Source: an optimization exercise on an open RTL-to-GDS flow (aim: small area). Production flows keep margins and buffers that such runs may drop. Function was checked by simulation only, so behaviour that the tests miss may differ from the original.

alpha:
==> flow/design.v (excerpt) <==
module raster_core #(
  parameter int XW = 7,
  parameter int YW = 6,
  parameter int CW = 6,
  parameter int DW = 3
) (
  input  logic            clk,
  input  logic            rst_n,
  input  logic            frame_start_in,
  input  logic            px_valid_in,
  input  logic [XW-1:0]   px_x_in,
  input  logic [YW-1:0]   px_y_in,
  input  logic [CW-1:0]   bg_color_in,
  input  logic [2*CW-1:0] poly_color_in,
  input  logic [2*XW-1:0] v0_x_in,
  input  logic [2*XW-1:0] v1_x_in,
  input  logic [2*XW-1:0] v2_x_in,
  input  logic [2*YW-1:0] v0_y_in,
  input  logic [2*YW-1:0] v1_y_in,
  input  logic [2*YW-1:0] v2_y_in,
  input  logic [2*DW-1:0] poly_depth_in,
  input  logic            en_screen_in,
  input  logic [1:0]      poly_enable_in,
  output logic [CW-1:0]   color_out,
  output logic            color_valid_out
);
  logic [CW-1:0]   bg_q;
  logic [2*CW-1:0] pcol_q;
  logic            p1_first_q;    
  logic            en_q;
  logic [1:0]      pen_q;
  logic            setup_q;       
  logic            s1_setup;      
  logic            s1_blank, s2_blank;
  logic            s1_valid, s2_valid;
  logic [1:0]      hit, hit_q;
  always_ff @(posedge clk) begin
    if (frame_start_in) begin
      bg_q       <= bg_color_in;
      pcol_q     <= poly_color_in;
      p1_first_q <= poly_depth_in[DW +: DW] < poly_depth_in[0 +: DW];
    end
  end
  ...
For scale: ~1600 cells after synthesis, ~21000 µm² of cells after synthesis.
export LEC_CHECK = 0
export CAP_MARGIN = 20
export CORE_MARGIN = 2
export CORE_UTILIZATION = 60
export PLACE_DENSITY = 0.75
export SLEW_MARGIN = 20
create_clock -name core_clock -period 8.0 [get_ports {clk}]
standard.sh (not shown) runs the stock make flow with config.mk's settings and CLKGATE_MAP_FILE= SYNTH_SCRIPT=/design/flow/synth_recipe.tcl, a recipe that flattens the netlist after the stock synthesis.
==> flow/flow/run.sh <==
#!/bin/bash
# Standard layout, with these changes:
#  - synthesis places the design's rc_fa / rc_ha adder cells directly as library
#    full / half adders (flow/premap.tcl, run right after the design is read);
#  - synthesis keeps yosys's default Brent-Kung carry chains (SYNTH_OPERATIONS_ARGS
#    set, so the Kogge-Stone map is not added);
#  - every port still gets its buffer, a buf_1;
#  - clock tree options below.
set -euo pipefail
bash standard.sh SYNTH_CANONICALIZE_TCL="$PWD/flow/premap.tcl" \
  SYNTH_OPERATIONS_ARGS=-noshare \
  BUFFER_PORTS_ARGS="-buffer_cell sky130_fd_sc_hd__buf_1" \
  CTS_ARGS="-sink_clustering_enable -repair_clock_nets -buf_list sky130_fd_sc_hd__clkbuf_16 -sink_clustering_size 40 -sink_clustering_max_diameter 150 -dont_use_dummy_load" finish > standard.log 2>&1
==> flow/flow/fa_map.v <==
// Map the design's adder cells straight onto the library's adder cells.
module rc_fa (input a, b, c, output s, co);
  sky130_fd_sc_hd__fa_1 _TECHMAP_REPLACE_ (.A(a), .B(b), .CIN(c), .SUM(s), .COUT(co));
endmodule

module rc_ha (input a, b, output s, co);
  sky130_fd_sc_hd__ha_1 _TECHMAP_REPLACE_ (.A(a), .B(b), .SUM(s), .COUT(co));
endmodule
==> flow/flow/premap.tcl <==
# Run after the design is read: place the design's rc_fa / rc_ha adder cells
# as library full / half adders, so the rest of synthesis keeps them as they are.
techmap -map [file join [file dirname [info script]] fa_map.v] t:rc_fa t:rc_ha
### alpha -> beta
- PLACE_DENSITY removed (was 0.75)
- CORE_UTILIZATION changed from 60 to 40
-- flow/flow/run.sh --
<<< alpha, line 12
  BUFFER_PORTS_ARGS="-buffer_cell sky130_fd_sc_hd__buf_1" \
  CTS_ARGS="-sink_clustering_enable -repair_clock_nets -buf_list sky130_fd_sc_hd__clkbuf_16 -sink_clustering_size 40 -sink_clustering_max_diameter 150 -dont_use_dummy_load" finish > standard.log 2>&1
>>> beta, line 12
  BUFFER_PORTS_ARGS="-buffer_cell sky130_fd_sc_hd__buf_1" \
  CTS_ARGS="-sink_clustering_enable -repair_clock_nets -buf_list sky130_fd_sc_hd__clkbuf_8 -dont_use_dummy_load" finish > standard.log 2>&1
--- outcome ---
- Across alpha and beta, none had a timing, DRC or antenna violation.
- Any difference in post-layout minimum cycle time between alpha and beta is small enough to ignore.
- | stage delay of the slowest cell on the critical path | lower: beta |
- The height of the die number comes out lower for alpha vs beta.
- Critical path depth is higher on beta
Setup changes, beta to gamma
- a change of SLEW_MARGIN from 20 to 0
- a change of CAP_MARGIN from 20 to 0
- an added GPL_TIMING_DRIVEN of 0
Notes after the runs:
gamma ended with every stage complete and zero timing, DRC or antenna violations.
Taking beta as the reference, in gamma portion of the clock cycle consumed by the worst path in the final layout climbed 2.6 points, routed wire length -3.0%, multi-input combinational cell area has increased, worst hold slack across all endpoints higher.
gamma — placed cell count about 0.5% higher, beta as reference
gamma: worst reg-to-reg setup slack is 0.21 ns lower than what beta reported.
Between gamma and beta, the maximum number of pins on one net before global-route repair is lower for gamma.
The inputs of delta differ from those of gamma as listed below.
- setting PLACE_DENSITY to 0.75 for the first time
- changing CAP_MARGIN from 0 to 20
- removing GPL_TIMING_DRIVEN (formerly 0)
- changing CORE_UTILIZATION from 40 to 60
- changing SLEW_MARGIN from 0 to 20
-- flow/flow/run.sh --
<<< gamma, line 12
  BUFFER_PORTS_ARGS="-buffer_cell sky130_fd_sc_hd__buf_1" \
  CTS_ARGS="-sink_clustering_enable -repair_clock_nets -buf_list sky130_fd_sc_hd__clkbuf_8 -dont_use_dummy_load" finish > standard.log 2>&1
>>> delta, line 12
  BUFFER_PORTS_ARGS="-buffer_cell sky130_fd_sc_hd__buf_1" \
  CTS_ARGS="-sink_clustering_enable -repair_clock_nets -buf_list sky130_fd_sc_hd__clkbuf_8 -sink_clustering_size 30 -dont_use_dummy_load" finish > standard.log 2>&1
[summary]
- Compared to gamma, the router laid down less metal wire for delta.
- delta against gamma: instance area at placement shows a reduction of 1.4%; first-pass GRT wire length shows a reduction of 2.4 mm; post-route non-filler standard cell count shows a reduction of 9.9%.

[separate check: timing with driven ports]
No port has a modelled driver above. Below, the same layouts with a new extraction and two added sets of constraints.
Step 1 sets driving cells, clkbuf_16 on the clock port and buf_2 on the other inputs (assumed; they add their load-dependent delay and slew).
Step 2 moves the port delays by t, midway between the first and last clock arrival at a register: inputs arrive t later, outputs are due t later. That takes back most of the time a late clock gives input paths.
Slacks: no drivers / after step 1 / after step 2; pairs: no drivers / after step 1.
run	t, ns	setup slack, ns	hold slack, ns	clock arrival spread, ns	slew at the worst register clock pin (ns)
alpha	0.491	0.443 / 0.443 / 0.443	0.341 / 0.341 / 0.341	0.022 / 0.022	0.08 / 0.08
beta	0.546	0.444 / 0.444 / 0.444	0.320 / 0.320 / 0.320	0.051 / 0.051	0.12 / 0.12
gamma	0.546	0.237 / 0.237 / 0.237	0.341 / 0.341 / 0.341	0.028 / 0.028	0.10 / 0.10
delta	0.537	0.490 / 0.490 / 0.490	0.349 / 0.349 / 0.349	0.040 / 0.040	0.12 / 0.12
After both steps every run listed still meets setup and hold.
